This design comes from an exercise in tuning for small area on the open sky130 flow, not from production work. In this exercise RTL edits were held to simulation tests only and were not proved equivalent to the original. Power and IR drop assume default switching activity.

==> inputs of v30 <==
==> flow/design.v (excerpt) <==
module exu_top #(
   parameter int GHR_SIZE = exu_pkg::GHR_SIZE_DEF
) (
   input  logic                   clk,
   input  logic                   i_rst,
   input  logic                   i_x_en,              
   input  logic                   i_r_en,              
   input  exu_pkg::alu_pkt_t      i_ap,
   input  exu_pkg::bypass_t       i_bypass1,
   input  exu_pkg::bypass_t       i_bypass2,
   input  exu_pkg::data_t         i_result_r,
   input  exu_pkg::data_t         i_load_result,
   input  exu_pkg::data_t         i_gpr_rs1,
   input  exu_pkg::data_t         i_gpr_rs2,
   input  logic                   i_rs1_en,
   input  logic                   i_rs2_en,
   input  logic                   i_select_pc,
   input  exu_pkg::data_t         i_immed,
   input  exu_pkg::pc_t           i_pc_d,
   input  exu_pkg::brimm_t        i_brimm,
   input  exu_pkg::predict_pkt_t  i_predict_d,
  ...
clock: 7.5 ns
lec_check: 0
abc_area: 1
cap_margin: 10
core_margin: 2
core_utilization: 35
setup_slack_margin: 0.1
slew_margin: 10
standard.sh (not shown) runs the stock make flow with config.mk's settings and CLKGATE_MAP_FILE= SYNTH_SCRIPT=/design/flow/synth_recipe.tcl, a recipe that flattens the netlist after the stock synthesis.
==> flow/flow/run.sh <==
#!/bin/bash
# Layout flow: the standard flow with
#  - synthesis through flow/synth.tcl (the standard flow's synthesis, final ABC mapping
#    from flow/abc_map.script); registers are mapped exactly as standard
#  - port buffers made from the smallest buffer cell
#  - clock tree from clkbuf_8 cells
set -euo pipefail
HERE=$(pwd)
export FLOW_ABC_SCRIPT=$HERE/flow/abc_map.script
export BUFFER_PORTS_ARGS="-buffer_cell sky130_fd_sc_hd__buf_1"
# a balanced clock tree of mid-size buffers, without dummy loads
export CTS_ARGS="-sink_clustering_enable -repair_clock_nets -buf_list sky130_fd_sc_hd__clkbuf_8 -dont_use_dummy_load"
# the make command line standard.sh uses, with our synthesis script
MK=$(grep -o 'make -C .*' standard.sh | head -1)
MK=${MK%\"\$\{@:-finish\}\"}
MK=$(echo "$MK" | sed "s|SYNTH_SCRIPT=[^ ]*|SYNTH_SCRIPT=$HERE/flow/synth.tcl|")
echo "$MK synth" > synth_cmd.txt
eval "$MK synth" > synth.log 2>&1
bash standard.sh > standard.log 2>&1
==> flow/flow/abc_map.script <==
&get -n
&st
&dch -f
&nf -p -a -F 8 -A 8
&put
topo
stime -c
buffer -c
upsize -c
dnsize -c
==> flow/flow/synth.tcl <==
# The standard flow's synthesis (synth_recipe.tcl), with ORFS's final ABC mapping
# replaced by the area-recovering script in abc_map.script
proc synth {args} { yosys synth -nofsm -noshare {*}$args }
proc abc {args} {
  set i [lsearch -exact $args -script]
  if { $i >= 0 } {
    lset args [expr {$i + 1}] $::env(FLOW_ABC_SCRIPT)
  }
  yosys abc {*}$args
}
source $::env(SCRIPTS_DIR)/synth.tcl
# left out here: clear keep_hierarchy, flatten, clean up, hide names made inside functions, write 1_2_yosys.v
==> v7 (differences from v30) <==
--- a/flow/design.v
+++ b/flow/design.v
@@ -116,27 +116,28 @@
    assign op_slt  = (op == 5'd5);
    assign op_sltu = (op == 5'd6);
    assign op_sll  = (op == 5'd7);
    assign op_srl  = (op == 5'd8);
    assign op_sra  = (op == 5'd9);
    assign inv     = (op == 5'd1) | op_slt | op_sltu | is_cond;
-   exu_pkg::data_t a, bb, p, g, sum;
+   exu_pkg::data_t a, bb, p, g, gc, sum;
    logic [32:0]    c;
    assign a  = i_rs1;
    assign bb = i_rs2 ^ {32{inv}};
    assign p  = a ^ bb;
    assign g  = a & bb;
+   assign gc = g & {32{~(op_and | op_or | op_xor)}};
    assign c[0] = inv;
    for (genvar j = 0; j < 32; j += 4) begin : g_carry
       logic gg, pp;
-      assign gg = g[j+3] | (p[j+3] & g[j+2]) | (p[j+3] & p[j+2] & g[j+1]) |
-                  (p[j+3] & p[j+2] & p[j+1] & g[j]);
+      assign gg = gc[j+3] | (p[j+3] & gc[j+2]) | (p[j+3] & p[j+2] & gc[j+1]) |
+                  (p[j+3] & p[j+2] & p[j+1] & gc[j]);
       assign pp = &p[j+3:j];
-      assign c[j+1] = g[j] | (p[j] & c[j]);
-      assign c[j+2] = g[j+1] | (p[j+1] & g[j]) | (p[j+1] & p[j] & c[j]);
-      assign c[j+3] = g[j+2] | (p[j+2] & g[j+1]) | (p[j+2] & p[j+1] & g[j]) |
+      assign c[j+1] = gc[j] | (p[j] & c[j]);
+      assign c[j+2] = gc[j+1] | (p[j+1] & gc[j]) | (p[j+1] & p[j] & c[j]);
+      assign c[j+3] = gc[j+2] | (p[j+2] & gc[j+1]) | (p[j+2] & p[j+1] & gc[j]) |
                       (p[j+2] & p[j+1] & p[j] & c[j]);
       assign c[j+4] = gg | (pp & c[j]);
    end
    assign sum = p ^ c[31:0];
    logic ltu, lt, eq;
    assign ltu = ~c[32];
@@ -149,27 +150,23 @@
       assign shr_rev[i] = shr[31-i];
    end
    assign sh_in = op_sll ? a_rev : a;
    assign fill  = op_sra & a[31];
    assign shr   = $signed({fill, sh_in}) >>> i_rs2[4:0];
    exu_pkg::data_t result_x, result_d;
-   logic           ld_add, ld_and, ld_or, ld_xor, ld_shr, ld_shl, ld_slt, ld_sltu;
-   assign ld_add  = i_x_en & op_add;
-   assign ld_and  = i_x_en & op_and;
-   assign ld_or   = i_x_en & op_or;
-   assign ld_xor  = i_x_en & op_xor;
+   logic           ld_sum, ld_g, ld_shr, ld_shl, ld_slt, ld_sltu;
+   assign ld_sum  = i_x_en & (op_add | op_or | op_xor);
+   assign ld_g    = i_x_en & (op_and | op_or);
    assign ld_shr  = i_x_en & (op_srl | op_sra);
    assign ld_shl  = i_x_en & op_sll;
    assign ld_slt  = i_x_en & op_slt;
    assign ld_sltu = i_x_en & op_sltu;
    always_comb begin
       result_d = ({32{~i_x_en}} & result_x)
-               | ({32{ld_add}}  & sum)
-               | ({32{ld_and}}  & g)
-               | ({32{ld_or}}   & (p | g))
-               | ({32{ld_xor}}  & p)
+               | ({32{ld_sum}}  & sum)
+               | ({32{ld_g}}    & g)
                | ({32{ld_shr}}  & shr)
                | ({32{ld_shl}}  & shr_rev);
       result_d[0] = result_d[0] | (ld_slt & lt) | (ld_sltu & ltu);
    end
    logic cond_met, t_br_d;
    always_comb begin
@@ -178,14 +175,18 @@
          2'b10:   cond_met = lt;
          default: cond_met = ltu;
       endcase
       cond_met = cond_met ^ op[0];
    end
    assign t_br_d = is_jal | (is_cond & cond_met);
+   logic mp_d, pvb_d;
+   assign mp_d  = is_br & (i_predict_d.valid ? (i_predict_d.ataken ^ t_br_d) : t_br_d);
+   assign pvb_d = i_predict_d.valid | is_br;
    logic                   t_br_x;               
-   logic                   is_br_x;              
+   logic                   mp_x;                 
+   logic                   pvb_x;                
    exu_pkg::brimm_t        brimm_x;
    exu_pkg::predict_pkt_t  pp_x;
    logic                   valid_x;
    always_ff @(posedge clk) begin
       if (i_rst) begin
          valid_x <= 1'b0;
@@ -198,13 +199,14 @@
    always_ff @(posedge clk) begin
       result_x <= result_d;
    end
    always_ff @(posedge clk) begin
       if (i_x_en) begin
          t_br_x   <= t_br_d;
-         is_br_x  <= is_br;
+         mp_x     <= mp_d;
+         pvb_x    <= pvb_d;
          o_pc_x   <= i_pc_d;
          brimm_x  <= i_brimm;
          pp_x     <= i_predict_d;
       end
    end
    exu_pkg::pc_t pc2;
@@ -267,18 +269,18 @@
    assign tflip = ({19{up}} & {{18{o_pc_x[13]}} & q, 1'b1}) | ({19{dn}} & z);
    assign pc2 = {o_pc_x[31:13] ^ inc2, o_pc_x[12:2] ^ ci[12:2], o_pc_x[1]};
    assign o_pc2_x = pc2;
    assign o_result_x = result_x;
    logic actual_taken, misp;
    assign actual_taken = taken_x;
-   assign misp         = valid_x & is_br_x & (pp_x.valid ? (pp_x.ataken ^ t_br_x) : t_br_x);
+   assign misp         = valid_x & mp_x;
    exu_pkg::pc_t fpu;
    assign fpu = {o_pc_x[31:13] ^ tflip, fpu_lo};
    always_comb begin
       o_predict_x        = pp_x;
-      o_predict_x.valid  = valid_x & (pp_x.valid | is_br_x);
+      o_predict_x.valid  = valid_x & pvb_x;
       o_predict_x.ataken = actual_taken;
       o_predict_x.misp   = misp;
    end
    assign o_valid_x          = valid_x;
    assign o_flush_upper_x    = misp;
    assign o_flush_final      = i_flush_lower | misp;
==> flow/flow/abc_map.script (replaced) <==
&get -n
&st
&dch -f
&nf -p -a -F 8 -A 8
&put
strash
&get -n
&st
&dch -f
&nf -p -a -F 8 -A 8
&put
strash
&get -n
&st
&dch -f
&nf -p -a -F 8 -A 8
&put
topo
stime -c
buffer -c
upsize -c
dnsize -c
==> v28 (differences from v30) <==
--- a/flow/design.v
+++ b/flow/design.v
@@ -116,27 +116,28 @@
    assign op_slt  = (op == 5'd5);
    assign op_sltu = (op == 5'd6);
    assign op_sll  = (op == 5'd7);
    assign op_srl  = (op == 5'd8);
    assign op_sra  = (op == 5'd9);
    assign inv     = (op == 5'd1) | op_slt | op_sltu | is_cond;
-   exu_pkg::data_t a, bb, p, g, sum;
+   exu_pkg::data_t a, bb, p, g, gc, sum;
    logic [32:0]    c;
    assign a  = i_rs1;
    assign bb = i_rs2 ^ {32{inv}};
    assign p  = a ^ bb;
    assign g  = a & bb;
+   assign gc = g & {32{~(op_and | op_or | op_xor)}};
    assign c[0] = inv;
    for (genvar j = 0; j < 32; j += 4) begin : g_carry
       logic gg, pp;
-      assign gg = g[j+3] | (p[j+3] & g[j+2]) | (p[j+3] & p[j+2] & g[j+1]) |
-                  (p[j+3] & p[j+2] & p[j+1] & g[j]);
+      assign gg = gc[j+3] | (p[j+3] & gc[j+2]) | (p[j+3] & p[j+2] & gc[j+1]) |
+                  (p[j+3] & p[j+2] & p[j+1] & gc[j]);
       assign pp = &p[j+3:j];
-      assign c[j+1] = g[j] | (p[j] & c[j]);
-      assign c[j+2] = g[j+1] | (p[j+1] & g[j]) | (p[j+1] & p[j] & c[j]);
-      assign c[j+3] = g[j+2] | (p[j+2] & g[j+1]) | (p[j+2] & p[j+1] & g[j]) |
+      assign c[j+1] = gc[j] | (p[j] & c[j]);
+      assign c[j+2] = gc[j+1] | (p[j+1] & gc[j]) | (p[j+1] & p[j] & c[j]);
+      assign c[j+3] = gc[j+2] | (p[j+2] & gc[j+1]) | (p[j+2] & p[j+1] & gc[j]) |
                       (p[j+2] & p[j+1] & p[j] & c[j]);
       assign c[j+4] = gg | (pp & c[j]);
    end
    assign sum = p ^ c[31:0];
    logic ltu, lt, eq;
    assign ltu = ~c[32];
@@ -149,27 +150,23 @@
       assign shr_rev[i] = shr[31-i];
    end
    assign sh_in = op_sll ? a_rev : a;
    assign fill  = op_sra & a[31];
    assign shr   = $signed({fill, sh_in}) >>> i_rs2[4:0];
    exu_pkg::data_t result_x, result_d;
-   logic           ld_add, ld_and, ld_or, ld_xor, ld_shr, ld_shl, ld_slt, ld_sltu;
-   assign ld_add  = i_x_en & op_add;
-   assign ld_and  = i_x_en & op_and;
-   assign ld_or   = i_x_en & op_or;
-   assign ld_xor  = i_x_en & op_xor;
+   logic           ld_sum, ld_g, ld_shr, ld_shl, ld_slt, ld_sltu;
+   assign ld_sum  = i_x_en & (op_add | op_or | op_xor);
+   assign ld_g    = i_x_en & (op_and | op_or);
    assign ld_shr  = i_x_en & (op_srl | op_sra);
    assign ld_shl  = i_x_en & op_sll;
    assign ld_slt  = i_x_en & op_slt;
    assign ld_sltu = i_x_en & op_sltu;
    always_comb begin
       result_d = ({32{~i_x_en}} & result_x)
-               | ({32{ld_add}}  & sum)
-               | ({32{ld_and}}  & g)
-               | ({32{ld_or}}   & (p | g))
-               | ({32{ld_xor}}  & p)
+               | ({32{ld_sum}}  & sum)
+               | ({32{ld_g}}    & g)
                | ({32{ld_shr}}  & shr)
                | ({32{ld_shl}}  & shr_rev);
       result_d[0] = result_d[0] | (ld_slt & lt) | (ld_sltu & ltu);
    end
    logic cond_met, t_br_d;
    always_comb begin
@@ -178,14 +175,18 @@
          2'b10:   cond_met = lt;
          default: cond_met = ltu;
       endcase
       cond_met = cond_met ^ op[0];
    end
    assign t_br_d = is_jal | (is_cond & cond_met);
+   logic mp_d, pvb_d;
+   assign mp_d  = is_br & (i_predict_d.valid ? (i_predict_d.ataken ^ t_br_d) : t_br_d);
+   assign pvb_d = i_predict_d.valid | is_br;
    logic                   t_br_x;               
-   logic                   is_br_x;              
+   logic                   mp_x;                 
+   logic                   pvb_x;                
    exu_pkg::brimm_t        brimm_x;
    exu_pkg::predict_pkt_t  pp_x;
    logic                   valid_x;
    always_ff @(posedge clk) begin
       if (i_rst) begin
          valid_x <= 1'b0;
@@ -198,13 +199,14 @@
    always_ff @(posedge clk) begin
       result_x <= result_d;
    end
    always_ff @(posedge clk) begin
       if (i_x_en) begin
          t_br_x   <= t_br_d;
-         is_br_x  <= is_br;
+         mp_x     <= mp_d;
+         pvb_x    <= pvb_d;
          o_pc_x   <= i_pc_d;
          brimm_x  <= i_brimm;
          pp_x     <= i_predict_d;
       end
    end
    exu_pkg::pc_t pc2;
@@ -267,18 +269,18 @@
    assign tflip = ({19{up}} & {{18{o_pc_x[13]}} & q, 1'b1}) | ({19{dn}} & z);
    assign pc2 = {o_pc_x[31:13] ^ inc2, o_pc_x[12:2] ^ ci[12:2], o_pc_x[1]};
    assign o_pc2_x = pc2;
    assign o_result_x = result_x;
    logic actual_taken, misp;
    assign actual_taken = taken_x;
-   assign misp         = valid_x & is_br_x & (pp_x.valid ? (pp_x.ataken ^ t_br_x) : t_br_x);
+   assign misp         = valid_x & mp_x;
    exu_pkg::pc_t fpu;
    assign fpu = {o_pc_x[31:13] ^ tflip, fpu_lo};
    always_comb begin
       o_predict_x        = pp_x;
-      o_predict_x.valid  = valid_x & (pp_x.valid | is_br_x);
+      o_predict_x.valid  = valid_x & pvb_x;
       o_predict_x.ataken = actual_taken;
       o_predict_x.misp   = misp;
    end
    assign o_valid_x          = valid_x;
    assign o_flush_upper_x    = misp;
    assign o_flush_final      = i_flush_lower | misp;
==> flow/flow/abc_map.script (replaced) <==
&get -n
&st
&dch -f
&nf -p -a -F 8 -A 8
&put
strash
&get -n
&st
&dch -f
&nf -p -a -F 8 -A 8
&put
strash
&get -n
&st
&dch -f
&nf -p -a -F 8 -A 8
&put
topo
stime -c
buffer -c
upsize -c
dnsize -c
Settings changed: CORE_UTILIZATION 35 to 42.
==> v26 (differences from v30) <==
--- a/flow/design.v
+++ b/flow/design.v
@@ -116,27 +116,28 @@
    assign op_slt  = (op == 5'd5);
    assign op_sltu = (op == 5'd6);
    assign op_sll  = (op == 5'd7);
    assign op_srl  = (op == 5'd8);
    assign op_sra  = (op == 5'd9);
    assign inv     = (op == 5'd1) | op_slt | op_sltu | is_cond;
-   exu_pkg::data_t a, bb, p, g, sum;
+   exu_pkg::data_t a, bb, p, g, gc, sum;
    logic [32:0]    c;
    assign a  = i_rs1;
    assign bb = i_rs2 ^ {32{inv}};
    assign p  = a ^ bb;
    assign g  = a & bb;
+   assign gc = g & {32{~(op_and | op_or | op_xor)}};
    assign c[0] = inv;
    for (genvar j = 0; j < 32; j += 4) begin : g_carry
       logic gg, pp;
-      assign gg = g[j+3] | (p[j+3] & g[j+2]) | (p[j+3] & p[j+2] & g[j+1]) |
-                  (p[j+3] & p[j+2] & p[j+1] & g[j]);
+      assign gg = gc[j+3] | (p[j+3] & gc[j+2]) | (p[j+3] & p[j+2] & gc[j+1]) |
+                  (p[j+3] & p[j+2] & p[j+1] & gc[j]);
       assign pp = &p[j+3:j];
-      assign c[j+1] = g[j] | (p[j] & c[j]);
-      assign c[j+2] = g[j+1] | (p[j+1] & g[j]) | (p[j+1] & p[j] & c[j]);
-      assign c[j+3] = g[j+2] | (p[j+2] & g[j+1]) | (p[j+2] & p[j+1] & g[j]) |
+      assign c[j+1] = gc[j] | (p[j] & c[j]);
+      assign c[j+2] = gc[j+1] | (p[j+1] & gc[j]) | (p[j+1] & p[j] & c[j]);
+      assign c[j+3] = gc[j+2] | (p[j+2] & gc[j+1]) | (p[j+2] & p[j+1] & gc[j]) |
                       (p[j+2] & p[j+1] & p[j] & c[j]);
       assign c[j+4] = gg | (pp & c[j]);
    end
    assign sum = p ^ c[31:0];
    logic ltu, lt, eq;
    assign ltu = ~c[32];
@@ -149,27 +150,23 @@
       assign shr_rev[i] = shr[31-i];
    end
    assign sh_in = op_sll ? a_rev : a;
    assign fill  = op_sra & a[31];
    assign shr   = $signed({fill, sh_in}) >>> i_rs2[4:0];
    exu_pkg::data_t result_x, result_d;
-   logic           ld_add, ld_and, ld_or, ld_xor, ld_shr, ld_shl, ld_slt, ld_sltu;
-   assign ld_add  = i_x_en & op_add;
-   assign ld_and  = i_x_en & op_and;
-   assign ld_or   = i_x_en & op_or;
-   assign ld_xor  = i_x_en & op_xor;
+   logic           ld_sum, ld_g, ld_shr, ld_shl, ld_slt, ld_sltu;
+   assign ld_sum  = i_x_en & (op_add | op_or | op_xor);
+   assign ld_g    = i_x_en & (op_and | op_or);
    assign ld_shr  = i_x_en & (op_srl | op_sra);
    assign ld_shl  = i_x_en & op_sll;
    assign ld_slt  = i_x_en & op_slt;
    assign ld_sltu = i_x_en & op_sltu;
    always_comb begin
       result_d = ({32{~i_x_en}} & result_x)
-               | ({32{ld_add}}  & sum)
-               | ({32{ld_and}}  & g)
-               | ({32{ld_or}}   & (p | g))
-               | ({32{ld_xor}}  & p)
+               | ({32{ld_sum}}  & sum)
+               | ({32{ld_g}}    & g)
                | ({32{ld_shr}}  & shr)
                | ({32{ld_shl}}  & shr_rev);
       result_d[0] = result_d[0] | (ld_slt & lt) | (ld_sltu & ltu);
    end
    logic cond_met, t_br_d;
    always_comb begin
@@ -178,14 +175,18 @@
          2'b10:   cond_met = lt;
          default: cond_met = ltu;
       endcase
       cond_met = cond_met ^ op[0];
    end
    assign t_br_d = is_jal | (is_cond & cond_met);
+   logic mp_d, pvb_d;
+   assign mp_d  = is_br & (i_predict_d.valid ? (i_predict_d.ataken ^ t_br_d) : t_br_d);
+   assign pvb_d = i_predict_d.valid | is_br;
    logic                   t_br_x;               
-   logic                   is_br_x;              
+   logic                   mp_x;                 
+   logic                   pvb_x;                
    exu_pkg::brimm_t        brimm_x;
    exu_pkg::predict_pkt_t  pp_x;
    logic                   valid_x;
    always_ff @(posedge clk) begin
       if (i_rst) begin
          valid_x <= 1'b0;
@@ -198,13 +199,14 @@
    always_ff @(posedge clk) begin
       result_x <= result_d;
    end
    always_ff @(posedge clk) begin
       if (i_x_en) begin
          t_br_x   <= t_br_d;
-         is_br_x  <= is_br;
+         mp_x     <= mp_d;
+         pvb_x    <= pvb_d;
          o_pc_x   <= i_pc_d;
          brimm_x  <= i_brimm;
          pp_x     <= i_predict_d;
       end
    end
    exu_pkg::pc_t pc2;
@@ -267,18 +269,18 @@
    assign tflip = ({19{up}} & {{18{o_pc_x[13]}} & q, 1'b1}) | ({19{dn}} & z);
    assign pc2 = {o_pc_x[31:13] ^ inc2, o_pc_x[12:2] ^ ci[12:2], o_pc_x[1]};
    assign o_pc2_x = pc2;
    assign o_result_x = result_x;
    logic actual_taken, misp;
    assign actual_taken = taken_x;
-   assign misp         = valid_x & is_br_x & (pp_x.valid ? (pp_x.ataken ^ t_br_x) : t_br_x);
+   assign misp         = valid_x & mp_x;
    exu_pkg::pc_t fpu;
    assign fpu = {o_pc_x[31:13] ^ tflip, fpu_lo};
    always_comb begin
       o_predict_x        = pp_x;
-      o_predict_x.valid  = valid_x & (pp_x.valid | is_br_x);
+      o_predict_x.valid  = valid_x & pvb_x;
       o_predict_x.ataken = actual_taken;
       o_predict_x.misp   = misp;
    end
    assign o_valid_x          = valid_x;
    assign o_flush_upper_x    = misp;
    assign o_flush_final      = i_flush_lower | misp;
==> flow/flow/abc_map.script (replaced) <==
&get -n
&st
&dch -f
&nf -p -a -F 8 -A 8
&put
strash
&get -n
&st
&dch -f
&nf -p -a -F 8 -A 8
&put
strash
&get -n
&st
&dch -f
&nf -p -a -F 8 -A 8
&put
topo
stime -c
buffer -c
upsize -c
dnsize -c
Settings changed: SETUP_SLACK_MARGIN 0.1 to 0.0.
==> summary of the runs <==
- Total power, lowest first: v26, v7, v28, v30.
- In v26 the hold slack is higher than in v28, by 0.0015 ns.
- Design area: v30 > v7 > v26 > v28.
- In synthesized area, v26 and v28 do not differ.
- The highest core utilization belongs to v28, the lowest to v30.
- Routed wire length: v30 > v28 > v7 > v26.
- Sequential power is about the same in v7 and v26.
- Of v30 and v7, v7 has the higher first-iteration DRC count (gap about 12%, measured against v7).
- The highest non-clock buffer count belongs to v7, the lowest to v30.
- Combinational power is about the same in v26 and v7.
- In die area, v7 and v26 do not differ.

port drivers added, routing unchanged:
Ports are ideal in the flow. The routed layouts listed here were re-timed in OpenROAD.
Step 1: set_driving_cell puts a clkbuf_16 on clk and a buf_2 on each other input, an assumption about the parent block.
Step 2 times the ports against the registers' clock, not the clock port: input delays grow and output delays shrink by t, the midpoint of the rising clock arrivals with the driver on.
Three values: no drivers, after step 1, after step 2; two values: the first two.
run | t (ns) | slack for setup (ns) | latest minus earliest clock arrival (ns)
v30 | 0.536 | 0.364 / 0.317 / 0.116 | 0.048 / 0.048
v7 | 0.527 | 0.440 / 0.389 / 0.099 | 0.043 / 0.042
v28 | 0.514 | 0.469 / 0.421 / -0.060 | 0.045 / 0.045
v26 | 0.528 | 0.351 / 0.301 / 0.172 | 0.047 / 0.047
Met with ideal ports but missed after step 2: setup timing in v28. The setup slack of v28, which loses most, moves by -0.048 ns with the drivers and by -0.529 ns with both steps.
